What follows belongs to an exercise in optimizing a design on an open flow for a short achievable clock period and few clock cycles; a production flow would make more cautious choices. In this exercise RTL edits were held to simulation tests only and were not proved equivalent to the original. Power is estimated from default activity; no workload was simulated.

==> run a <==
## viper
module viper (
   input  logic        clock,
   input  logic        reset,
   output logic        wb_cyc_o,
   output logic        wb_stb_o,
   output logic        wb_we_o,
   output logic [19:0] wb_adr_o,
   output logic [31:0] wb_dat_o,
   input  logic        wb_ack_i,
   input  logic [31:0] wb_dat_i
);
clock: 6.0 ns
lec_check: 0
cap_margin: 20
core_margin: 2
core_utilization: 40
setup_slack_margin: 4.0
slew_margin: 20
synth_hierarchical: 1
run.sh (not shown) runs the stock make flow with config.mk's settings and CLKGATE_MAP_FILE= SYNTH_SCRIPT=/design/flow/synth_recipe.tcl, a recipe that flattens the netlist after the stock synthesis.
==> inputs of run b, as changes to run a <==
--- a/flow/design.v
+++ b/flow/design.v
@@ -91,35 +91,35 @@
 );
    logic h0c, h1c;
    ks_add #(.W(10)) add_lo  (.a(a[9:0]),   .b(b[9:0]),   .cin(cin),  .s(lo),  .cout(c));
    ks_add #(.W(10)) add_hi0 (.a(a[19:10]), .b(b[19:10]), .cin(1'b0), .s(hi0), .cout(h0c));
    ks_add #(.W(10)) add_hi1 (.a(a[19:10]), .b(b[19:10]), .cin(1'b1), .s(hi1), .cout(h1c));
 endmodule
 module idec (
    input  logic [9:0] w,         
+   input  logic       flag,
    output logic       store,
    output logic       needop,
    output logic       mem,       
    output logic       cmp_ok,    
    output logic       push_ok,   
    output logic       addsub,
    output logic       inv,       
-   output logic [1:0] jump,      
-   output logic [1:0] jslow,     
-   output logic [1:0] slow,      
-   output logic [1:0] sel_tail,  
-   output logic [2:0] wen,       
-   output logic [1:0] wen3       
+   output logic       jump,      
+   output logic       jslow,     
+   output logic       slow,      
+   output logic       sel_tail,  
+   output logic [3:0] wen
 );
    logic [1:0] mode;
    logic [2:0] dest;
    logic       cmp;
    logic [3:0] func;
-   logic       rsv, alu, neg, push, add, sub, wr;
+   logic       rsv, alu, neg, push, add, sub;
    assign mode   = w[9:8];
    assign dest   = w[7:5];
    assign cmp    = w[4];
    assign func   = w[3:0];
    assign store  = !cmp && (dest == 3'd7);
    assign rsv    = cmp ? (func[2:1] == 2'b11) : (func[3:2] == 2'b11);
    assign needop = (mode != 2'd0) && !store && !rsv;
    assign mem    = store || needop;
@@ -127,33 +127,49 @@
    assign cmp_ok = cmp && !rsv;
    assign neg    = (func == 4'd0);
    assign push   = (func == 4'd1);
    assign add    = (func == 4'd4) || (func == 4'd5) || (func == 4'd8) || (func == 4'd10);
    assign sub    = (func == 4'd6) || (func == 4'd7) || (func == 4'd9) || (func == 4'd11);
    assign addsub = add || sub;
    assign inv    = neg || sub;
    assign push_ok = alu && push;
-   assign wr     = alu && !push;
-   assign jump[0]  = alu && (push || (dest == 3'd3) || (dest == 3'd5));
-   assign jump[1]  = alu && (push || (dest == 3'd3) || (dest == 3'd4));
-   assign jslow    = jump & {2{addsub || neg}};
-   assign slow     = mem ? {2{mode[1]}} : jslow;
-   assign sel_tail = {2{mem}} | jump;
-   assign wen      = {wr && dest == 3'd2, wr && dest == 3'd1, wr && dest == 3'd0};
-   assign wen3[0]  = wr && (dest == 3'd3 || dest == 3'd5);
-   assign wen3[1]  = wr && (dest == 3'd3 || dest == 3'd4);
+   assign jump   = alu && (push || (dest == 3'd3) || (dest == 3'd4 && flag) || (dest == 3'd5 && !flag));
+   assign jslow  = jump && (addsub || neg);
+   assign slow   = mem ? mode[1] : jslow;
+   assign sel_tail = mem || jump;
+   always_comb
+   begin
+      wen = 4'b0000;
+      if (alu && !push)
+      begin
+         case (dest)
+            3'd0:    wen = 4'b0001;
+            3'd1:    wen = 4'b0010;
+            3'd2:    wen = 4'b0100;
+            3'd3:    wen = 4'b1000;
+            3'd4:    wen = {flag, 3'b000};
+            3'd5:    wen = {!flag, 3'b000};
+            default: wen = 4'b0000;
+         endcase
+      end
+   end
 endmodule
-module fpick #(parameter int W = 1) (
-   input  logic [W-1:0] f0,
-   input  logic [W-1:0] f1,
-   input  logic         flag,
+module pick4 #(parameter int W = 1) (
+   input  logic [W-1:0] a,
+   input  logic [W-1:0] b,
+   input  logic [W-1:0] c,
+   input  logic [W-1:0] e,
+   input  logic         sa,
+   input  logic         sb,
+   input  logic         sc,
+   input  logic         se,
    output logic [W-1:0] y
 );
-   assign y = flag ? f1 : f0;
+   assign y = ({W{sa}} & a) | ({W{sb}} & b) | ({W{sc}} & c) | ({W{se}} & e);
 endmodule
 module viper (
    input  logic        clock,
    input  logic        reset,
    output logic        wb_cyc_o,
    output logic        wb_stb_o,
    output logic        wb_we_o,
    output logic [19:0] wb_adr_o,
@@ -161,17 +177,16 @@
    input  logic        wb_ack_i,
    input  logic [31:0] wb_dat_i
 );
    localparam logic [1:0] ph_fetch   = 2'd0;
    localparam logic [1:0] ph_operand = 2'd1;
    localparam logic [1:0] ph_store   = 2'd2;
    logic        rst_q;
    logic [31:0] r0, r1, r2, r3;
-   logic        flag;
    logic        stb_q;
    logic [1:0]  phase;
    logic [19:0] adr_q;
    logic        we_q;
    logic [31:0] dat_q;
    logic [19:0] pc8lo;
    logic        pc8wrap;      
    logic        ex_v;
@@ -181,51 +196,56 @@
    logic        ex_push;
    logic [3:0]  ex_wen;
    logic [31:0] xa, xb;       
    logic        xc;
    logic [31:0] xs, xon;      
    logic [31:0] res_q;
    logic [3:0]  wq;           
    logic        wq_push;      
-   logic        cmp_p;        
-   logic        c_or;
-   logic [2:0]  c_cf;
    logic        lt_q, eq_q;
    logic        o_jump;       
    logic        o_inv;        
    logic        o_slow;       
    logic [19:0] o_base;       
+   logic [1:0]  o_src;
+   logic        o_addsub;
    logic        calc1;        
    logic        calc2;        
    logic        cj;           
    logic [19:0] cb, co;       
    logic        cc;
    logic        stb_i;        
    logic        ack;
    assign ack = wb_ack_i & stb_i;
    logic [31:0] rv0, rv1, rv2, rv3;
    logic        flag_v;
    logic        cmp_base;
    assign rv0 = wq[0] ? res_q : r0;
    assign rv1 = wq[1] ? res_q : r1;
    assign rv2 = wq_push ? r3 : (wq[2] ? res_q : r2);
    assign rv3 = wq[3] ? res_q : r3;
+   logic [3:0]  ftab;         
+   logic [3:0]  ftab_cmp;
+   assign flag_v = ftab[{lt_q, eq_q}];
    always_comb
    begin
-      case (c_cf)
-         3'd0:    cmp_base = lt_q;
-         3'd1:    cmp_base = !lt_q;
-         3'd2:    cmp_base = eq_q;
-         3'd3:    cmp_base = !eq_q;
-         3'd4:    cmp_base = lt_q || eq_q;
-         default: cmp_base = !lt_q && !eq_q;
-      endcase
+      for (int i = 0; i < 4; i++)
+      begin
+         case (ex_cf)
+            3'd0:    cmp_base = i[1];
+            3'd1:    cmp_base = !i[1];
+            3'd2:    cmp_base = i[0];
+            3'd3:    cmp_base = !i[0];
+            3'd4:    cmp_base = i[1] || i[0];
+            default: cmp_base = !i[1] && !i[0];
+         endcase
+         ftab_cmp[i] = cmp_base | (ex_or & flag_v);
+      end
    end
-   assign flag_v = cmp_p ? (cmp_base | (c_or & flag)) : flag;
    logic [31:0] d;
    logic        d_cmp;
    logic [2:0]  d_dest;
    logic [3:0]  d_func;
    logic [1:0]  d_mode;
    logic [1:0]  d_src;
    logic [19:0] tail;
    logic        d_store;
@@ -240,25 +260,19 @@
    assign d_cmp    = d[23];
    assign d_dest   = d[26:24];
    assign d_func   = d[22:19];
    assign d_mode   = d[28:27];
    assign d_src    = d[30:29];
    assign tail     = {1'b0, d[18:0]};
    logic        d_slow;
    logic        d_cmp_ok, d_push_ok, d_jslow, d_sel_tail;
-   logic [1:0]  dd_jump, dd_jslow, dd_slow, dd_sel_tail, dd_wen3;
-   idec dec_i (.w(d[28:19]), .store(d_store), .needop(d_needop), .mem(d_mem),
+   idec dec_i (.w(d[28:19]), .flag(flag_v), .store(d_store), .needop(d_needop), .mem(d_mem),
                .cmp_ok(d_cmp_ok), .push_ok(d_push_ok), .addsub(d_addsub), .inv(d_inv),
-               .jump(dd_jump), .jslow(dd_jslow), .slow(dd_slow), .sel_tail(dd_sel_tail),
-               .wen(d_wen[2:0]), .wen3(dd_wen3));
-   fpick #(.W(5)) dec_f (.f0({dd_jump[0], dd_jslow[0], dd_slow[0], dd_sel_tail[0], dd_wen3[0]}),
-                         .f1({dd_jump[1], dd_jslow[1], dd_slow[1], dd_sel_tail[1], dd_wen3[1]}),
-                         .flag(flag_v),
-                         .y({d_jump, d_jslow, d_slow, d_sel_tail, d_wen[3]}));
+               .jump(d_jump), .jslow(d_jslow), .slow(d_slow), .sel_tail(d_sel_tail), .wen(d_wen));
    logic [11:0] pc8hi;
    logic [11:0] r3hi_inc, reshi_inc;     
    assign reshi_inc = res_q[31:20] + 12'd1;
    assign pc8hi     = !pc8wrap ? rv3[31:20] : (wq[3] ? reshi_inc : r3hi_inc);
    assign pc8       = {pc8hi, pc8lo};
    always_comb
    begin
       case (d_src)
@@ -298,16 +312,25 @@
       else
          case (ksel)
             2'd0:    calc_adr = {k1_c ? k1_hi1 : k1_hi0, k1_lo};
             2'd1:    calc_adr = {k2_c ? k2_hi1 : k2_hi0, k2_lo};
             2'd2:    calc_adr = {kr_c ? kr_hi1 : kr_hi0, kr_lo};
             default: calc_adr = {k3_c ? k3_hi1 : k3_hi0, k3_lo};
          endcase
    end
+   logic        ack_f;
+   logic [19:0] adr_idle, adr_os, adr_d;
+   assign ack_f    = ack && (phase == ph_fetch);
+   assign adr_idle = calc2 ? calc_adr : adr_q;
+   assign adr_os   = (phase == ph_operand) ? nxt_oper : rv3[19:0];
+   pick4 #(.W(20)) pick_adr (.a(adr_idle), .b(tail), .c(pc8lo), .e(adr_os),
+                             .sa(!rst_q && !ack), .sb(!rst_q && ack_f && d_sel_tail),
+                             .sc(!rst_q && ack_f && !d_sel_tail), .se(!rst_q && ack && !ack_f),
+                             .y(adr_d));
    logic [31:0] res;
    logic        res_co;
    logic [31:0] dif;
    logic        dif_co;
    ks_add #(.W(32)) alu_add (.a(xa), .b(xb), .cin(xc), .s(res), .cout(res_co));
    ks_add #(.W(32)) cmp_sub (.a(xs), .b(xon), .cin(1'b1), .s(dif), .cout(dif_co));
    always_ff @(posedge clock or posedge reset)
    begin
@@ -327,24 +350,23 @@
       else if (ack)
          stb_i <= (phase == ph_fetch) ? !f_slow : (phase == ph_operand) ? !o_slow : 1'b1;
       else
          stb_i <= !calc1;
    end
    always_ff @(posedge clock)
    begin
       rst_q  <= reset;
+      adr_q  <= adr_d;       
       pc8lo  <= adr_q + 20'd8;
       pc8wrap <= &adr_q[19:3];
       r3hi_inc <= rv3[31:20] + 12'd1;
       res_q  <= res;
       lt_q   <= xs[31] ^ xon[31] ^ dif_co;
       eq_q   <= (xs == ~xon);
-      c_or   <= ex_or;
-      c_cf   <= ex_cf;
       k1_lo  <= i1_lo;
       k1_c   <= i1_c;
       k1_hi0 <= i1_hi0;
       k1_hi1 <= i1_hi1;
       k2_lo  <= i2_lo;
       k2_c   <= i2_c;
       k2_hi0 <= i2_hi0;
       k2_hi1 <= i2_hi1;
@@ -364,113 +386,129 @@
    always_ff @(posedge clock)
    begin
       if (rst_q)
       begin
          r0      <= 32'd0;
          r1      <= 32'd0;
          r2      <= 32'd0;
          r3      <= 32'd0;
-         flag    <= 1'b0;
+         ftab    <= 4'b0000;
          phase   <= ph_fetch;
-         adr_q   <= 20'd0;
          we_q    <= 1'b0;
          ex_v    <= 1'b0;
          wq      <= 4'b0000;
          wq_push <= 1'b0;
-         cmp_p   <= 1'b0;
          calc1   <= 1'b0;
          calc2   <= 1'b0;
       end
       else
       begin
          r0   <= rv0;
          r1   <= rv1;
          r2   <= rv2;
          r3   <= rv3;
-         flag <= flag_v;
+         ftab <= (ex_v && ex_cmp) ? ftab_cmp : {4{flag_v}};
          wq      <= ex_v ? (ex_wen | {ex_push, 3'b000}) : 4'b0000;
          wq_push <= ex_v && ex_push;
-         cmp_p   <= ex_v && ex_cmp;
          ex_v    <= 1'b0;
          calc1 <= 1'b0;
          calc2 <= calc1;
-         if (calc2)
-            adr_q <= calc_adr;
          if (ack)
          begin
             case (phase)
                ph_fetch:
                begin
                   r3    <= pc8;
-                  adr_q <= nxt_fetch;
                   we_q  <= d_store;
                   ex_v  <= !d_mem;
                   calc1 <= !d_mem && f_slow;
                   calc2 <= d_mem && f_slow;
                   if (d_store)
                      phase <= ph_store;
                   else if (d_needop)
                      phase <= ph_operand;
                   else
                      phase <= ph_fetch;
                end
                ph_operand:
                begin
-                  adr_q <= nxt_oper;
                   we_q  <= 1'b0;
                   ex_v  <= 1'b1;
                   calc1 <= o_slow;
                   phase <= ph_fetch;
                end
                default:
                begin
-                  adr_q <= rv3[19:0];
                   we_q  <= 1'b0;
                   phase <= ph_fetch;
                end
             endcase
          end
       end
    end
+   logic [31:0] rvs_o;        
+   always_comb
+   begin
+      case (o_src)
+         2'd0:    rvs_o = rv0;
+         2'd1:    rvs_o = rv1;
+         2'd2:    rvs_o = rv2;
+         default: rvs_o = rv3;    
+      endcase
+   end
+   always_ff @(posedge clock)
+   begin
+      if (phase == ph_fetch)
+      begin
+         xs  <= srcv;
+         xa  <= d_addsub ? srcv : 32'd0;
+         xb  <= d_inv ? ~{12'd0, tail} : {12'd0, tail};
+         xc  <= d_inv;
+         xon <= ~{12'd0, tail};
+      end
+      else
+      begin
+         xs  <= rvs_o;
+         xa  <= o_addsub ? rvs_o : 32'd0;
+         xb  <= o_inv ? ~d : d;
+         xc  <= o_inv;
+         xon <= ~d;
+      end
+   end
    always_ff @(posedge clock)
    begin
       if (ack)
       begin
          if (phase == ph_fetch)
          begin
             if (d_store)
                dat_q <= srcv;
             ex_cmp  <= d_cmp_ok;
             ex_or   <= d_func[3];
             ex_cf   <= d_func[2:0];
             ex_push <= d_push_ok;
             ex_wen  <= d_wen;
-            xs      <= srcv;
-            xa      <= d_addsub ? srcv : 32'd0;
-            xb      <= d_inv ? ~{12'd0, tail} : {12'd0, tail};
-            xc      <= d_inv;
-            xon     <= ~{12'd0, tail};
+            o_src   <= d_src;
+            o_addsub <= d_addsub;
             o_jump  <= d_jump;
             o_inv   <= d_inv;
             o_base  <= d_addsub ? srcv[19:0] : 20'd0;
             o_slow  <= d_jslow;
             cj      <= !d_mem;
             if (!d_mode[0])
                ksel <= wq[1] ? 2'd2 : 2'd0;
             else
                ksel <= wq_push ? 2'd3 : wq[2] ? 2'd2 : 2'd1;
             cb      <= d_addsub ? srcv[19:0] : 20'd0;
             co      <= d_inv ? ~tail : tail;
             cc      <= d_inv;
          end
          else if (phase == ph_operand)
          begin
-            xb <= o_inv ? ~d : d;
-            xon <= ~d;
             cj <= 1'b1;
             cb <= o_base;
             co <= o_inv ? ~d[19:0] : d[19:0];
             cc <= o_inv;
          end
       end
    end
    assign wb_cyc_o = stb_q;
==> key figures <==
GRT
  – Pin count of the biggest net entering global routing: 80
  – Met2 Track Usage GR: 46.1%

Layout
  – Total of fill cells in the finished design: 6,597

Pwr
  – Fraction of power consumed by sequential logic: 40.3%

Routing
  – Met2 routed WL: 56,200 um
  – Mean number of vias per cell: 5.88

Status
  – Status: complete, no violations

STA
  – Final critical-path share of the clock period: 47.9%

Clocking
  – # Post-CTS Setup Buffers: 214
That was run a.
==> key figures <==
STA
  – Final critical-path share of the clock period: 40.3%

Status
  – Status: complete, no violations

Routing
  – Mean number of vias per cell: 5.75

GRT
  – Pin count of the biggest net entering global routing: 72

Clocking
  – # Post-CTS Setup Buffers: 178

Pwr
  – Fraction of power consumed by sequential logic: 39.6%

Layout
  – Total of fill cells in the finished design: 6,931
That was run b.
Testbench counts of run a, summed over its fixed seeds: cycles 95,128.
Testbench counts of run b, summed over its fixed seeds: cycles 95,128.

## what the ideal ports hide
The flow's constraints put no driver on any port. The routed layouts listed below were extracted and timed again, unchanged, in two steps. Step 1, drivers: a clkbuf_16 drives clock and a buf_2 each remaining input, both assumed. Step 2 also shifts input and output timing later by t, the mid clock arrival at the registers, as if the neighbouring blocks saw the same clock. Slacks: ideal ports / drivers / drivers and shift; pairs: ideal ports / drivers.
run | t (ns) | slack for setup (ns) | hold WS [ns] | worst setup path after step 2 | worst slew at a driven data input, ns
run a | 0.679 | 3.124 / 3.142 / 2.463 | 0.353 / 0.353 / 0.353 | input to register | 0.18
run b | 0.692 | 3.579 / 3.513 / 3.011 | 0.384 / 0.384 / 0.384 | input to register | 0.14
After both steps every run listed still meets setup and hold. The setup slack of run a, which loses most, moves by +0.018 ns with the drivers and by -0.661 ns with both steps.
